This is an optimization exercise on Yosys and OpenROAD, whose aim is small area, not a production implementation. Function was checked by simulation only, so behaviour that the tests miss may differ from the original. Power and IR drop assume default switching activity.

`design/flow/run.sh`:
```
#!/bin/bash
# synth_recipe.tcl (not shown) runs the flow's synth.tcl, then flattens the netlist and writes it again
# the make line also repeats each setting of config.mk as NAME=value (left out here)
make -C /OpenROAD-flow-scripts/flow DESIGN_CONFIG=/design/flow/config.mk WORK_HOME=/design/flow/orfs CLKGATE_MAP_FILE= SYNTH_SCRIPT=/design/flow/synth_recipe.tcl finish
```
`design/flow/config.mk`:
```
export PLATFORM = sky130hd
export DESIGN_NAME = glyph_rain_engine
export DESIGN_NICKNAME = glyph_rain_engine
export VERILOG_FILES = /design/flow/design.v
export SDC_FILE = /design/flow/constraint.sdc
export NUM_CORES = 8
export LEC_CHECK = 0
export ABC_AREA = 0
export CAP_MARGIN = 0
export CORE_MARGIN = 2
export CORE_UTILIZATION = 65
export CTS_BUF_LIST = sky130_fd_sc_hd__clkbuf_16
export CTS_CLUSTER_DIAMETER = 100
export CTS_CLUSTER_SIZE = 31
export PLACE_DENSITY = 0.7
export SLEW_MARGIN = 0
```
`design/flow/constraint.sdc`:
```
create_clock -name core_clock -period 15.0 [get_ports {clk}]
set_input_delay 3.0000 -clock core_clock [delete_from_list [all_inputs] [get_ports {clk}]]
set_output_delay 3.0000 -clock core_clock [all_outputs]
set_load 0.01 [all_outputs]
```
`design/flow/design.v`:
```
package glyph_rain_pkg;
    localparam int HEAD_W  = 7;
    localparam int STEP_W  = 2;
    localparam int SPEED_W = 2;
    localparam int TRAIL_W = 4;
    localparam int SEED_W  = 6;
    localparam logic [15:0] LFSR_SEED = 16'hACE1;
    localparam logic [15:0] LFSR_TAPS = 16'hB400;
    localparam logic [SPEED_W-1:0] RESET_SPEED = 2'd1;
    localparam logic [TRAIL_W-1:0] RESET_TRAIL = 4'd4;
    localparam logic [TRAIL_W-1:0] MIN_TRAIL   = 4'd4;
    localparam logic ST_IDLE = 1'b0;
    localparam logic ST_WALK = 1'b1;
endpackage
import glyph_rain_pkg::*;
module glyph_rain_column_state
#(
    parameter int NUM_COLS = 80,
    parameter int W        = 19
) (
    input  logic         clk,
    input  logic [6:0]   rd_slot,     
    output logic [W-1:0] rd_data,
    output logic [W-1:0] head_data,   
    input  logic [W-1:0] tail_data    
);
    logic [W-1:0] ring [NUM_COLS];
    always_ff @(posedge clk) begin
        for (int i = 0; i < NUM_COLS - 1; i++)
            ring[i] <= ring[i + 1];
        ring[NUM_COLS - 1] <= tail_data;
    end
    assign head_data = ring[0];
    localparam int NG = (NUM_COLS + 2) / 3;
    logic [NUM_COLS-1:0] sel;
    logic [W-1:0]        grp [NG];
    always_comb begin
        for (int i = 0; i < NUM_COLS; i++)
            sel[i] = (rd_slot == 7'(i));
        for (int g = 0; g < NG; g++) begin
            grp[g] = '0;
            for (int k = 0; k < 3; k++)
                if (3 * g + k < NUM_COLS)
                    grp[g] = grp[g] | (ring[3 * g + k] & {W{sel[3 * g + k]}});
        end
    end
    logic [W-1:0] lvl [6][NG];
    always_comb begin
        int n;
        for (int g = 0; g < NG; g++) lvl[0][g] = grp[g];
        n = NG;
        for (int l = 1; l < 6; l++) begin
            for (int g = 0; g < NG; g++) begin
                if (2 * g + 1 < n)      lvl[l][g] = lvl[l-1][2*g] | lvl[l-1][2*g+1];
                else if (2 * g < n)     lvl[l][g] = lvl[l-1][2*g];
                else                    lvl[l][g] = '0;
            end
            n = (n + 1) / 2;
        end
    end
    assign rd_data = lvl[5][0];
endmodule
import glyph_rain_pkg::*;
module glyph_rain_engine
#(
    parameter int NUM_COLS   = 80,
    parameter int NUM_ROWS   = 40,
    parameter int GLYPH_H    = 12,
    parameter int NUM_GLYPHS = 51
) (
    input  logic        clk,
    input  logic        reset,
    input  logic        frame_tick,
    input  logic        pause,
    input  logic [1:0]  palette_sel,
    input  logic        display_on,
    input  logic [10:0] hpos,
    input  logic [9:0]  vpos,
    output logic [5:0]  glyph_index,
    output logic [2:0]  glyph_x,
    output logic [3:0]  glyph_y,
    input  logic        glyph_pixel,
    output logic [5:0]  rgb,
    output logic        busy,
    output logic        overrun
);
    function automatic logic [5:0] palette_lookup(input logic [1:0] sel, input logic [2:0] idx);
        logic [5:0] c;
        case ({sel, idx})
            5'd0:  c = 6'h04; 5'd1:  c = 6'h04; 5'd2:  c = 6'h08; 5'd3:  c = 6'h08;
            5'd4:  c = 6'h0C; 5'd5:  c = 6'h0C; 5'd6:  c = 6'h1D; 5'd7:  c = 6'h2E;
            5'd8:  c = 6'h10; 5'd9:  c = 6'h10; 5'd10: c = 6'h20; 5'd11: c = 6'h24;
            5'd12: c = 6'h30; 5'd13: c = 6'h34; 5'd14: c = 6'h38; 5'd15: c = 6'h3C;
            5'd16: c = 6'h01; 5'd17: c = 6'h01; 5'd18: c = 6'h02; 5'd19: c = 6'h05;
            5'd20: c = 6'h06; 5'd21: c = 6'h0A; 5'd22: c = 6'h0F; 5'd23: c = 6'h1F;
            5'd24: c = 6'h15; 5'd25: c = 6'h15; 5'd26: c = 6'h15; 5'd27: c = 6'h2A;
            5'd28: c = 6'h2A; 5'd29: c = 6'h2A; 5'd30: c = 6'h2A; default: c = 6'h2A;
        endcase
        palette_lookup = c;
    endfunction
    function automatic logic [15:0] lfsr_next(input logic [15:0] cur);
        lfsr_next = {1'b0, cur[15:1]} ^ (cur[0] ? LFSR_TAPS : 16'h0000);
    endfunction
    localparam int W = 18;
    function automatic logic hc_ext(input logic [5:0] hc);
        hc_ext = (hc >= 6'd51);
    endfunction
    function automatic logic [5:0] dec_head(input logic [5:0] hc, input logic [1:0] sc_hi);
        dec_head = hc_ext(hc) ? {~hc[3:0], sc_hi} : hc;
    endfunction
    function automatic logic [3:0] dec_ss(input logic [5:0] hc, input logic [2:0] sc);
        if (hc_ext(hc))
            dec_ss = sc[0] ? 4'b1111 : 4'b1110;
        else if (sc[2])
            dec_ss = {sc[1:0], 2'b00};
        else begin
            case (sc[1:0])
                2'd0:    dec_ss = 4'b0101;
                2'd1:    dec_ss = 4'b1001;
                2'd2:    dec_ss = 4'b1010;
                default: dec_ss = 4'b1101;
            endcase
        end
    endfunction
    function automatic logic [8:0] enc_hs(input logic [5:0] head, input logic [1:0] spd, input logic [1:0] rem);
        if (rem == 2'd0)
            enc_hs = {head, 1'b1, spd};
        else if (spd == 2'd3 && rem != 2'd1)
            enc_hs = {2'b11, ~head[5:2], head[1:0], rem[0]};
        else begin
            case ({spd, rem})
                4'b0101: enc_hs = {head, 3'd0};
                4'b1001: enc_hs = {head, 3'd1};
                4'b1010: enc_hs = {head, 3'd2};
                default: enc_hs = {head, 3'd3};
            endcase
        end
    endfunction
    function automatic logic [W-1:0] col_update(input logic [W-1:0] cur, input logic [4:0] rnd, input logic en);
        logic [5:0] h;
        logic [2:0] tr;
        logic [5:0] sd;
        logic [1:0] spd, rem;
        h  = dec_head(cur[17:12], cur[11:10]);
        {spd, rem} = dec_ss(cur[17:12], cur[11:9]);
        tr = cur[8:6];
        sd = cur[5:0];
        if (!en) begin
        end else if (rem == 2'd0) begin
            sd = (sd == 6'd50) ? 6'd0 : sd + 6'd1;
            if (h == 6'd43 + {3'b000, tr}) begin
                h   = 6'd0;
                spd = rnd[1:0];
                tr  = rnd[4:2];
            end else begin
                h   = h + 6'd1;
            end
            rem = spd;
        end else begin
            rem = rem - 2'd1;
        end
        col_update = {en ? enc_hs(h, spd, rem) : cur[17:9], tr, sd};
    endfunction
    logic [6:0]  kn;         
    logic [6:0]  ph;         
    logic        pw;         
    logic        owe;        
    logic        fresh;      
    logic [15:0] lfsr;       
    logic        go;
    logic        ph_end;
    assign go     = frame_tick && !pause;
    assign ph_end = (ph == 7'(NUM_COLS - 1));
    always_ff @(posedge clk or posedge reset) begin
        if (reset) begin
            busy    <= 1'b0;
            kn      <= '0;
            overrun <= 1'b0;
            ph      <= '0;
            pw      <= 1'b0;
            owe     <= 1'b0;
            fresh   <= 1'b1;
            lfsr    <= LFSR_SEED;
        end else begin
            if (busy) begin
                if (go) overrun <= 1'b1;
                if (kn == 7'(NUM_COLS - 1)) begin
                    busy <= 1'b0;
                    kn   <= '0;
                end else begin
                    kn <= kn + 7'd1;
                end
            end else if (go) begin
                busy <= 1'b1;
            end
            ph <= ph_end ? 7'd0 : ph + 7'd1;
            if (ph_end) begin
                pw  <= owe || (!busy && go);
                owe <= 1'b0;
                if (pw) fresh <= 1'b0;
            end else if (!busy && go) begin
                owe <= 1'b1;
            end
            if (pw) lfsr <= lfsr_next(lfsr);
        end
    end
    logic [7:0]   s1_col;
    logic [6:0]   cp;           
    logic [6:0]   slot;
    logic [7:0]   slot_d;
    logic [W-1:0] rd_data;
    logic [W-1:0] ring_head;
    logic [W-1:0] ring_tail;
    logic [W-1:0] phys_cur;
    assign s1_col = hpos[10:3];
    assign cp     = (s1_col < 8'(NUM_COLS)) ? s1_col[6:0] : 7'd0;
    assign slot_d = {1'b0, cp} - {1'b0, ph};
    assign slot   = slot_d[7] ? slot_d[6:0] + 7'(NUM_COLS) : slot_d[6:0];
    glyph_rain_column_state #(
        .NUM_COLS (NUM_COLS),
        .W        (W)
    ) u_cols (
        .clk       (clk),
        .rd_slot   (slot),
        .rd_data   (rd_data),
        .head_data (ring_head),
        .tail_data (ring_tail)
    );
    function automatic logic [W-1:0] col_reset(input logic [6:0] c);
        logic [6:0] h;
        h = (c >= 7'(NUM_ROWS)) ? c - 7'(NUM_ROWS) : c;
        col_reset = {h[5:0], 3'd0, 3'd0, 6'd0};
    endfunction
    assign phys_cur  = fresh ? col_reset(ph) : ring_head;
    assign ring_tail = col_update(phys_cur, lfsr[4:0], pw);
    logic [7:0]  q;
    logic [6:0]  row;
    logic [1:0]  r3;
    logic        cp_lt_ph, cp_lt_kn, pend, cfresh;
    logic [5:0]  ch;
    logic [2:0]  ctr;
    logic [5:0]  csd;
    logic        cz;
    logic [6:0]  pdist;
    logic        vis;
    always_comb begin
        logic [1:0] r;
        logic [2:0] t;
        q = vpos[9:2];
        r = 2'd0;
        row = '0;
        for (int i = 7; i >= 0; i--) begin
            t = {r, q[i]};
            if (t >= 3'd3) begin
                r = 2'(t - 3'd3);
                if (i < 7) row[i] = 1'b1;
            end else begin
                r = t[1:0];
            end
        end
        r3 = r;
    end
    assign cp_lt_ph = cp < ph;
    assign cp_lt_kn = cp < kn;
    assign cfresh   = fresh && !(pw && cp_lt_ph);
    assign pend     = (pw && !cp_lt_ph && (owe || !busy || cp_lt_kn)) ||
                      (owe && (!busy || cp_lt_kn));
    logic inc, resp;
    always_comb begin
        logic [W-1:0] base;
        base = cfresh ? col_reset(cp) : rd_data;
        ch   = dec_head(base[17:12], base[11:10]);
        ctr  = base[8:6];
        csd  = base[5:0];
        cz   = !hc_ext(base[17:12]) && base[11];
    end
    assign inc  = pend && cz;
    assign resp = inc && (ch == 6'd43 + {3'b000, ctr});
    function automatic logic [7:0] rotl(input logic [7:0] x, input int k);
        rotl = (x << k) | (x >> (8 - k));
    endfunction
    function automatic logic [15:0] csa(input logic [7:0] a, input logic [7:0] b, input logic [7:0] c);
        logic [7:0] s, k;
        s = a ^ b ^ c;
        k = (a & b) | (a & c) | (b & c);
        csa = {rotl(k, 1), s};
    endfunction
    logic [5:0] gidx;
    always_comb begin
        logic [7:0] r8, ncol, u0, u1, t0, t1;
        logic [8:0] sum;
        logic [5:0] c;
        logic [6:0] y;
        r8   = {1'b0, row};
        ncol = ~s1_col;
        {u1, u0} = csa(rotl(s1_col, 3), ncol, rotl(r8, 6));
        {t1, t0} = csa(u0, u1, {2'b00, csd});
        sum = {1'b0, t0} + {1'b0, t1} + {8'd0, inc};
        case ({sum[7:6], sum[8]})
            3'b000: c = 6'd0;  3'b001: c = 6'd1;
            3'b010: c = 6'd13; 3'b011: c = 6'd14;
            3'b100: c = 6'd26; 3'b101: c = 6'd27;
            3'b110: c = 6'd39; default: c = 6'd40;
        endcase
        y = {1'b0, sum[5:0]} + {1'b0, c};
        if (y >= 7'd102)     gidx = 6'(y - 7'd102);
        else if (y >= 7'd51) gidx = 6'(y - 7'd51);
        else                 gidx = y[5:0];
    end
    assign pdist = {1'b0, ch} - row + {6'd0, inc};
    assign vis     = display_on && (s1_col < 8'(NUM_COLS)) && (vpos < 10'(NUM_ROWS * GLYPH_H));
    logic [1:0] s2_cls;
    logic [2:0] s2_idx;
    always_ff @(posedge clk or posedge reset) begin
        if (reset) begin
            glyph_index <= '0;
            glyph_x     <= '0;
            glyph_y     <= '0;
            s2_cls      <= '0;
        end else begin
            glyph_index <= gidx;
            glyph_x     <= hpos[2:0];
            glyph_y     <= {r3, vpos[1:0]};
            if (!vis)
                s2_cls <= 2'd0;
            else if (resp)
                s2_cls <= (row == 7'd0) ? 2'd1 : 2'd0;
            else if (pdist == 7'd0)
                s2_cls <= 2'd1;
            else if (pdist <= 7'd4 + {4'b0000, ctr})
                s2_cls <= 2'd2;
            else
                s2_cls <= 2'd0;
        end
    end
    always_ff @(posedge clk) begin
        s2_idx <= (pdist[6:3] != 4'd0) ? 3'd0 : 3'd0 - pdist[2:0];
    end
    always_ff @(posedge clk or posedge reset) begin
        if (reset)
            rgb <= '0;
        else if (!glyph_pixel)
            rgb <= '0;
        else if (s2_cls == 2'd1)
            rgb <= 6'h3F;
        else if (s2_cls == 2'd2)
            rgb <= palette_lookup(palette_sel, s2_idx);
        else
            rgb <= '0;
    end
endmodule
```
==> impl_metrics.env, run 1 <==
export IMPL_design_final_nets=3924
export IMPL_top_cell_family_by_delay_on_the_critical_path="compound AO/OA/AOI/OAI gates"
export IMPL_clkLatencyLatePin_ps=720
export IMPL_worst_hold_slack_ps=322
export IMPL_die_x_um=268
export IMPL_cts_tree="done"
export IMPL_first_global_vias=33271
export IMPL_fmax_mhz=68.7
export IMPL_post_dp_hpwl_um=122000
export IMPL_grt_first_pass_wirelength_um=242000
export IMPL_hold_viol_final=0
export IMPL_dieArea_um2=71900
export IMPL_cap_violations=0
export IMPL_crit_arrival_ps=15130
export IMPL_syn2layout_area_growth_pct=9.25
export IMPL_net_sw_power_mw=2.36
export IMPL_floorplan_io_pins=50
export IMPL_worst_r2r_cell_count=47
export IMPL_cts_max_level=2
export IMPL_status="no timing/DRC/antenna violations"
export IMPL_p_int_mw=5.39
export IMPL_setup_reg_to_reg_worst_slack_ps=3180
export IMPL_antenna_violations_before_repair=8
export IMPL_timing_worst_slew_pin_value_ps=1380
export IMPL_cts_sinks=1499
export IMPL_rsz0062_at_grt="no"
export IMPL_netlist_area_um2=45400
export IMPL_clk_path_buf_depth=3
export IMPL_most_common_cell_after_layout_fill_and_taps_aside="sky130_fd_sc_hd__dfxtp_1"
export IMPL_fp_row_count=96
export IMPL_share_comb_of_total_power=0.238
export IMPL_worst_hold_startpoint="u_cols.ring[5][2]"
export IMPL_seq_power_share=0.519
export IMPL_cellPowerDensity_nw_per_um2=157
export IMPL_dominantRegCellSynth="sky130_fd_sc_hd__dfxtp_1"
export IMPL_die_y_um=268
export IMPL_worst_setup_hold_path_clk_slew_ps=120
export IMPL_final_setup_worst_slack_ps=445
export IMPL_buffer_type_at_the_clock_tree_root="sky130_fd_sc_hd__clkbuf_16"
export IMPL_maximum_fanout_encountered_on_the_critical_timing_path=20
export IMPL_swShare=0.305
export IMPL_detailed_router_s_first_iteration_violation_count=6027
export IMPL_post_drt_via_cell_ratio=7.22
export IMPL_share_clk_of_total_power=0.243
export IMPL_cp_buffers_inverters=9
export IMPL_hold_buffers=0
export IMPL_worst_supply_voltage_drop_on_vdd_mv=0.340
export IMPL_numPortBuffers=49
export IMPL_crit_reg2reg_capture="glyph_index[4]"
export IMPL_summed_negative_setup_slack_over_all_endpoints_ps=0
export IMPL_postSynth_asyncResetShare=0.0374
export IMPL_min_delay_path_class="flop to flop"
export IMPL_cells_on_worst_hold_path=0
export IMPL_start_util=0.659
export IMPL_placedCellCount=4672
export IMPL_kind_of_critical_path="input pin to flop"
export IMPL_worst_slew_margin_rel=0.0784
export IMPL_finalSetupViolCount=0
export IMPL_layout_cell_area_non_filler_um2=49600
export IMPL_finalCoreUtilization=0.720
export IMPL_clock_skew_ps=61.9
export IMPL_grt_util_all_layers=0.480
export IMPL_overflow=0
export IMPL_critPathMaxStageDelay_ps=740
export IMPL_totalPowerFinal_mw=7.76
export IMPL_place_area_um2=48000
export IMPL_synth_edf_count=0
export IMPL_synthDominantCellAreaShare=0.637
export IMPL_postSynthNetCount=3835
export IMPL_wirelength_um=175000
export IMPL_drc=0
export IMPL_yosysUniqueCellTypes=106
export IMPL_fp_coreArea_um2=68800
export IMPL_post_route_cells_drive_above_1_share=0.110
export IMPL_synth_yosys_seq_area_share=0.668
export IMPL_p_leak_nw=19.0
export IMPL_firstDrtPassIters=8
export IMPL_netlist_top_cell_by_area="sky130_fd_sc_hd__dfxtp_1"
export IMPL_path_common_cell="sky130_fd_sc_hd__inv_1"
export IMPL_worst_r2r_startpoint="ph[1]"
export IMPL_crit_path_end_kind="flop"
export IMPL_grt_max_degree=53
export IMPL_start_kind="input pin"
export IMPL_yosys_register_bits=1499
export IMPL_post_route_period_util=0.970
export IMPL_cts_inserted_buffers=55
export IMPL_final_cell_mix="sky130_fd_sc_hd__dfxtp_1 (1443), sky130_fd_sc_hd__a22oi_1 (281), sky130_fd_sc_hd__nand2_1 (223), sky130_fd_sc_hd__buf_4 (163), sky130_fd_sc_hd__a21oi_1 (105)"
export IMPL_detail_route_wl_per_cell_um=36.8
export IMPL_dr_total_vias=34268
export IMPL_netlist_instances=3712
export IMPL_crit_required_ps=15580
export IMPL_dp_worst_setup_slack_ps=-181
export IMPL_syn_area_per_cell_um2=12.2
export IMPL_min_period_ps=14560
export IMPL_hold_path_sink="u_cols.ring[4][2]"
export IMPL_report_final_slew_viol_count=0
export IMPL_finalWeightedCongestion=1.11
export IMPL_ys_warn_count=5
export IMPL_cp_slowest_cell="sky130_fd_sc_hd__a222oi_1"
export IMPL_antenna_left=0
export IMPL_finalNonFillerCells=4745
export IMPL_synth_top_cells_by_area="sky130_fd_sc_hd__dfxtp_1 (64%), sky130_fd_sc_hd__a22oi_1 (4.7%), sky130_fd_sc_hd__dfrtp_1 (2.6%)"
==> sequential cells by signal, summed over array words and instances (netlist names) <==
register / count
s2_idx: 3
rgb: 6
busy: 1
pw: 1
lfsr: 16
overrun: 1
u_cols.ring: 1440
fresh: 1
owe: 1
ph: 7
glyph_index: 6
glyph_x: 3
glyph_y: 4
kn: 7
s2_cls: 2
==> how the worst max path moves through the flow <==
stage | from | to | slack, ps | depth (start not counted)
after floorplan | hpos[8] | glyph_index[2] | 2680 | 51
after global placement | hpos[7] | glyph_index[2] | 280 | 51
after detailed placement | hpos[7] | glyph_index[4] | -180 | 52
after CTS | hpos[7] | glyph_index[4] | 450 | 52
after global routing | hpos[7] | glyph_index[4] | 70 | 51
final | hpos[7] | glyph_index[4] | 440 | 51
==> power groups by stage <==
stage                     sequential [mW]  combinational (mW)  clock [mW]
after CTS                            4.03                1.78        1.86
after global placement               4.12                1.67           0
after global routing                 4.03                1.99        2.00
after floorplan                      4.12                1.26           0
final                                4.03                1.84        1.89
after detailed placement             4.12                1.76           0
==> synth_stat cells (10+ instances only) <==
cell type                   instances
sky130_fd_sc_hd__a31oi_1           12
sky130_fd_sc_hd__inv_1             91
sky130_fd_sc_hd__and3_1            28
sky130_fd_sc_hd__a222oi_1          44
sky130_fd_sc_hd__a22o_1            86
sky130_fd_sc_hd__nor4_1            99
sky130_fd_sc_hd__buf_4             12
sky130_fd_sc_hd__xnor2_1           33
sky130_fd_sc_hd__o31ai_1           11
sky130_fd_sc_hd__ha_1              76
sky130_fd_sc_hd__nor2_1           100
sky130_fd_sc_hd__a2111oi_0         13
sky130_fd_sc_hd__a22oi_1          281
sky130_fd_sc_hd__o21a_1            18
sky130_fd_sc_hd__dfxtp_1         1443
sky130_fd_sc_hd__nand4_1           93
sky130_fd_sc_hd__a32oi_1           12
sky130_fd_sc_hd__a211oi_1          14
sky130_fd_sc_hd__nand2_1          223
sky130_fd_sc_hd__a21o_1            18
sky130_fd_sc_hd__dfrtp_1           47
sky130_fd_sc_hd__fa_1              18
sky130_fd_sc_hd__mux2_2            43
sky130_fd_sc_hd__a221oi_1         101
sky130_fd_sc_hd__clkbuf_1         112
sky130_fd_sc_hd__xor2_1            11
sky130_fd_sc_hd__nand3_1          101
sky130_fd_sc_hd__nor2b_1           18
sky130_fd_sc_hd__or4_1             10
sky130_fd_sc_hd__o21ai_0           70
sky130_fd_sc_hd__buf_2             46
sky130_fd_sc_hd__mux2i_1           50
sky130_fd_sc_hd__nand2b_1          20
sky130_fd_sc_hd__a21oi_1          106
sky130_fd_sc_hd__nor3_1            50
==> metal layers <==
layer	up-vias	GRT usage	routed length, um
met5	-	0.00135	49
met4	8	0.419	19800
met3	942	0.162	23500
met2	2957	0.693	71400
met1	16524	0.572	59900
li1	13837	-	-
==> what timing repair did <==
action / CTS / global route
endpoints found under the setup margin: 0 / 6
gates resized for setup: 0 / 3
buffers inserted: 0 / 2
hold endpoints to repair: 0 / 0
==> final cells by class <==
class                      count  area [um^2]
clock buffer                  55         1380
inverter                      92          345
tap                          931         1160
fill                        4788        19300
clock inverter                11          141
antenna                        4         10.0
timing repair buffer         217         1800
sequential                  1499        30300
multi-input combinational   1936        14400
==> logic make-up (layout without fill, tap and decap cells) <==
kind of cell	Yosys count	count (layout)	share of synthesized area
and+or+nand+nor	800	800	0.0922
other	0	4	0
buffers and inverters	277	375	0.0266
muxes	97	97	0.0233
adders and majority gates	95	95	0.0291
AOI/OAI and AO/OA	896	896	0.151
xor gates and xnor gates	48	48	0.0103
DFF	1499	1499	0.668
==> run 2: changes to the inputs <==
--- a/design/flow/config.mk
+++ b/design/flow/config.mk
@@ -5,12 +5,12 @@
 export SDC_FILE = /design/flow/constraint.sdc
 export NUM_CORES = 8
 export LEC_CHECK = 0
-export ABC_AREA = 0
+export ABC_AREA = 1
 export CAP_MARGIN = 0
 export CORE_MARGIN = 2
 export CORE_UTILIZATION = 65
 export CTS_BUF_LIST = sky130_fd_sc_hd__clkbuf_16
 export CTS_CLUSTER_DIAMETER = 100
-export CTS_CLUSTER_SIZE = 31
+export CTS_CLUSTER_SIZE = 28
 export PLACE_DENSITY = 0.7
 export SLEW_MARGIN = 0
==> run 2 against run 1 <==
  * Via count up 0.27%
  * Worst hold slack better by 7.1 ps
  * Global-route usage down 7.6 points
  * Largest cell class unchanged
  * Combinational power up 7%
  * Critical path depth down 2
  * Synthesized cell count up 30%
  * Sequential share of layout area down 0.16 points
  * Highest routed layer unchanged
  * Worst setup slack better by 620 ps
  * Total power up 1.8%
  * Utilization down 2.3 points
==> impl_metrics.env, run 2 <==
export IMPL_worst_slew_margin_rel=0.0467
export IMPL_layout_top_registers="u_cols.ring x1440, lfsr x16"
export IMPL_cp_buffers_inverters=8
export IMPL_yosys_register_bits=1499
export IMPL_report_final_slew_viol_count=0
export IMPL_dominantRegCellSynth="sky130_fd_sc_hd__dfxtp_1"
export IMPL_cap_violations=0
export IMPL_cp_slowest_cell="sky130_fd_sc_hd__nor4_1"
export IMPL_die_y_um=272
export IMPL_ys_warn_count=5
export IMPL_post_dp_hpwl_um=111000
export IMPL_timing_worst_slew_pin_value_ps=1420
export IMPL_netlist_top_cell_by_area="sky130_fd_sc_hd__dfxtp_1"
export IMPL_worst_r2r_cell_count=43
export IMPL_post_drt_via_cell_ratio=5.88
export IMPL_status="no timing/DRC/antenna violations"
export IMPL_postCtsSetupBuffers=0
export IMPL_finalWeightedCongestion=1.04
export IMPL_cts_sinks=1499
export IMPL_crit_path_end_kind="flop"
export IMPL_fp_row_count=98
export IMPL_synth_top_cells_by_area="sky130_fd_sc_hd__dfxtp_1 (62%), sky130_fd_sc_hd__nand2_1 (11%), sky130_fd_sc_hd__nand3_1 (4.3%)"
export IMPL_dieArea_um2=73800
export IMPL_finalSetupViolCount=0
export IMPL_crit_reg2reg_capture="glyph_index[3]"
export IMPL_max_flop_register="u_cols.ring"
export IMPL_cts_inserted_buffers=59
export IMPL_final_seq_area_um2=30300
export IMPL_fmax_mhz=71.8
export IMPL_yosys_cell_count_top_type="sky130_fd_sc_hd__dfxtp_1"
export IMPL_netlist_instances=4841
export IMPL_clock_skew_ps=29.3
export IMPL_antenna_left=0
export IMPL_crit_arrival_ps=14500
export IMPL_detail_route_wl_per_cell_um=25.8
export IMPL_critPathMaxStageDelay_ps=1010
export IMPL_multi_input_area_um2=14200
export IMPL_grt_util_all_layers=0.403
export IMPL_most_common_cell_after_layout_fill_and_taps_aside="sky130_fd_sc_hd__dfxtp_1"
export IMPL_cts_repair_resized=0
export IMPL_maximum_fanout_encountered_on_the_critical_timing_path=34
export IMPL_cts_tree="done"
export IMPL_setup_reg_to_reg_worst_slack_ps=4160
export IMPL_hold_path_sink="u_cols.ring[8][9]"
export IMPL_cts_max_level=2
export IMPL_cellPowerDensity_nw_per_um2=159
export IMPL_postSynth_asyncResetShare=0.0374
export IMPL_min_delay_path_class="flop to flop"
export IMPL_worst_supply_voltage_drop_on_vdd_mv=0.463
export IMPL_overflow=0
export IMPL_post_route_cells_drive_above_1_share=0.0511
export IMPL_final_cell_mix="sky130_fd_sc_hd__dfxtp_1 (1443), sky130_fd_sc_hd__nand2_1 (1327), sky130_fd_sc_hd__nand3_1 (399), sky130_fd_sc_hd__nor2_1 (338), sky130_fd_sc_hd__inv_1 (331)"
export IMPL_hold_buffers=0
export IMPL_grt_first_pass_wirelength_um=216000
export IMPL_detailed_router_s_first_iteration_violation_count=4334
export IMPL_clk_path_buf_depth=3
export IMPL_kind_of_critical_path="input pin to flop"
export IMPL_first_global_vias=32241
export IMPL_syn2layout_area_growth_pct=6.72
export IMPL_worst_hold_startpoint="u_cols.ring[9][9]"
export IMPL_drc=0
export IMPL_synth_yosys_seq_area_share=0.651
export IMPL_design_final_nets=5003
export IMPL_start_kind="input pin"
export IMPL_post_route_period_util=0.929
export IMPL_wirelength_um=150000
export IMPL_crit_required_ps=15560
export IMPL_min_period_ps=13940
export IMPL_antenna_violations_before_repair=12
export IMPL_synthDominantCellAreaShare=0.620
export IMPL_fp_coreArea_um2=71200
export IMPL_worst_r2r_startpoint="ph[0]"
export IMPL_dr_total_vias=34361
export IMPL_largest_register_ffs=1440
export IMPL_netlist_area_um2=46600
export IMPL_clkLatencyLatePin_ps=700
export IMPL_hold_viol_final=0
export IMPL_die_x_um=272
export IMPL_firstDrtPassIters=6
export IMPL_fillerInstances=5582
export IMPL_synth_edf_count=0
export IMPL_floorplan_io_pins=50
export IMPL_buffer_type_at_the_clock_tree_root="sky130_fd_sc_hd__clkbuf_16"
export IMPL_top_cell_family_by_delay_on_the_critical_path="simple AND/OR/NAND/NOR gates"
export IMPL_numPortBuffers=49
export IMPL_finalCoreUtilization=0.698
export IMPL_postSynthNetCount=4964
export IMPL_rsz0062_at_grt="no"
export IMPL_grt_max_degree=59
export IMPL_worst_setup_hold_path_clk_slew_ps=100
export IMPL_summed_negative_setup_slack_over_all_endpoints_ps=0
export IMPL_yosysUniqueCellTypes=57
export IMPL_cells_on_worst_hold_path=0
export IMPL_most_instantiated_cells_after_synthesis="sky130_fd_sc_hd__dfxtp_1 (1443), sky130_fd_sc_hd__nand2_1 (1327), sky130_fd_sc_hd__nand3_1 (399)"
export IMPL_syn_area_per_cell_um2=9.62
export IMPL_path_common_cell="sky130_fd_sc_hd__nand2_1"
export IMPL_start_util=0.654
export IMPL_p_leak_nw=22.0
## run 2: cell type report
type | instances | area share
flip-flops and latches | 1499 | 0.610
multi-input cells | 2839 | 0.286
clock buffers | 60 | 0.0302
inverters | 344 | 0.0260
well taps | 950 | 0.0239
repair buffers | 137 | 0.0232
clock inverters | 9 | 0.00118
diodes | 1 | 0.0000504
## run 2: cells by family (layout without fill, tap and decap cells)
| family | count (synthesis) | after routing | synth area share |
|---|---|---|---|
| xor+xnor | 39 | 39 | 0.00734 |
| other cells | 0 | 1 | 0 |
| simple gates | 2322 | 2322 | 0.212 |
| flops | 1499 | 1499 | 0.651 |
| fa+ha+maj | 94 | 94 | 0.0282 |
| buf+inv | 503 | 550 | 0.0458 |
| mux | 1 | 1 | 0.000215 |
| compound gates | 383 | 383 | 0.0556 |
## run 2: worst max-delay path by stage
stage	start	to	slack (ps)	cells past startpoint
final	hpos[7]	glyph_index[3]	1060	49
after global routing	hpos[7]	glyph_index[5]	470	50
after CTS	hpos[7]	glyph_index[3]	1270	49
after detailed placement	hpos[7]	glyph_index[3]	560	49
after global placement	hpos[7]	glyph_index[4]	680	49
after floorplan	vpos[8]	glyph_index[4]	3900	59
## run 2: report_power, final
group	switching, mW	internal [mW]
logic	1.26	0.703
registers	0.00889	4.03
clock network	1.18	0.724
## run 2: stage by stage
| step | instances | total power [mW] | hold slack [ps] | setup WS, ps | cell area [um^2] |
|---|---|---|---|---|---|
| after floorplan | 4841 | 5.59 | 310 | 3900 | 46600 |
| after global placement | 5769 | 6.07 | 311 | 678 | 48100 |
| after detailed placement | 5769 | 6.07 | 312 | 564 | 48100 |
| after CTS | 5838 | 7.88 | 330 | 1270 | 49700 |
| after global routing | 5838 | 8.30 | 333 | 475 | 49700 |
| final | 5839 | 7.90 | 329 | 1060 | 49700 |
## run 2: metal layers
layer | share of wire | up-vias | global-route usage
li1 | - | 15697 | -
met1 | 0.40 | 16345 | 0.545
met2 | 0.41 | 1835 | 0.580
met3 | 0.10 | 478 | 0.0756
met4 | 0.088 | 6 | 0.299
met5 | 0.00019 | - | 0

re-timing with driven ports:
No port has a modelled driver above. Below, the same layouts with a new extraction and two added sets of constraints.
Step 1 assumes that a clkbuf_16 drives the clock port and a buf_2 every other input.
Step 2 also shifts input and output timing later by t, the mid clock arrival at the registers, as if the neighbouring blocks saw the same clock.
a / b / c = no drivers / after step 1 / after step 2; a / b = the first two.
run	shift t [ns]	slack for setup (ns)	worst register clock-pin slew, ns
run 1	0.753	0.445 / 0.487 / -0.266	0.12 / 0.12
run 2	0.751	1.063 / 1.105 / 0.354	0.12 / 0.12
Met with ideal ports but missed after step 2: setup timing in run 1. The setup slack of run 1, which loses most, moves by +0.042 ns with the drivers and by -0.711 ns with both steps.
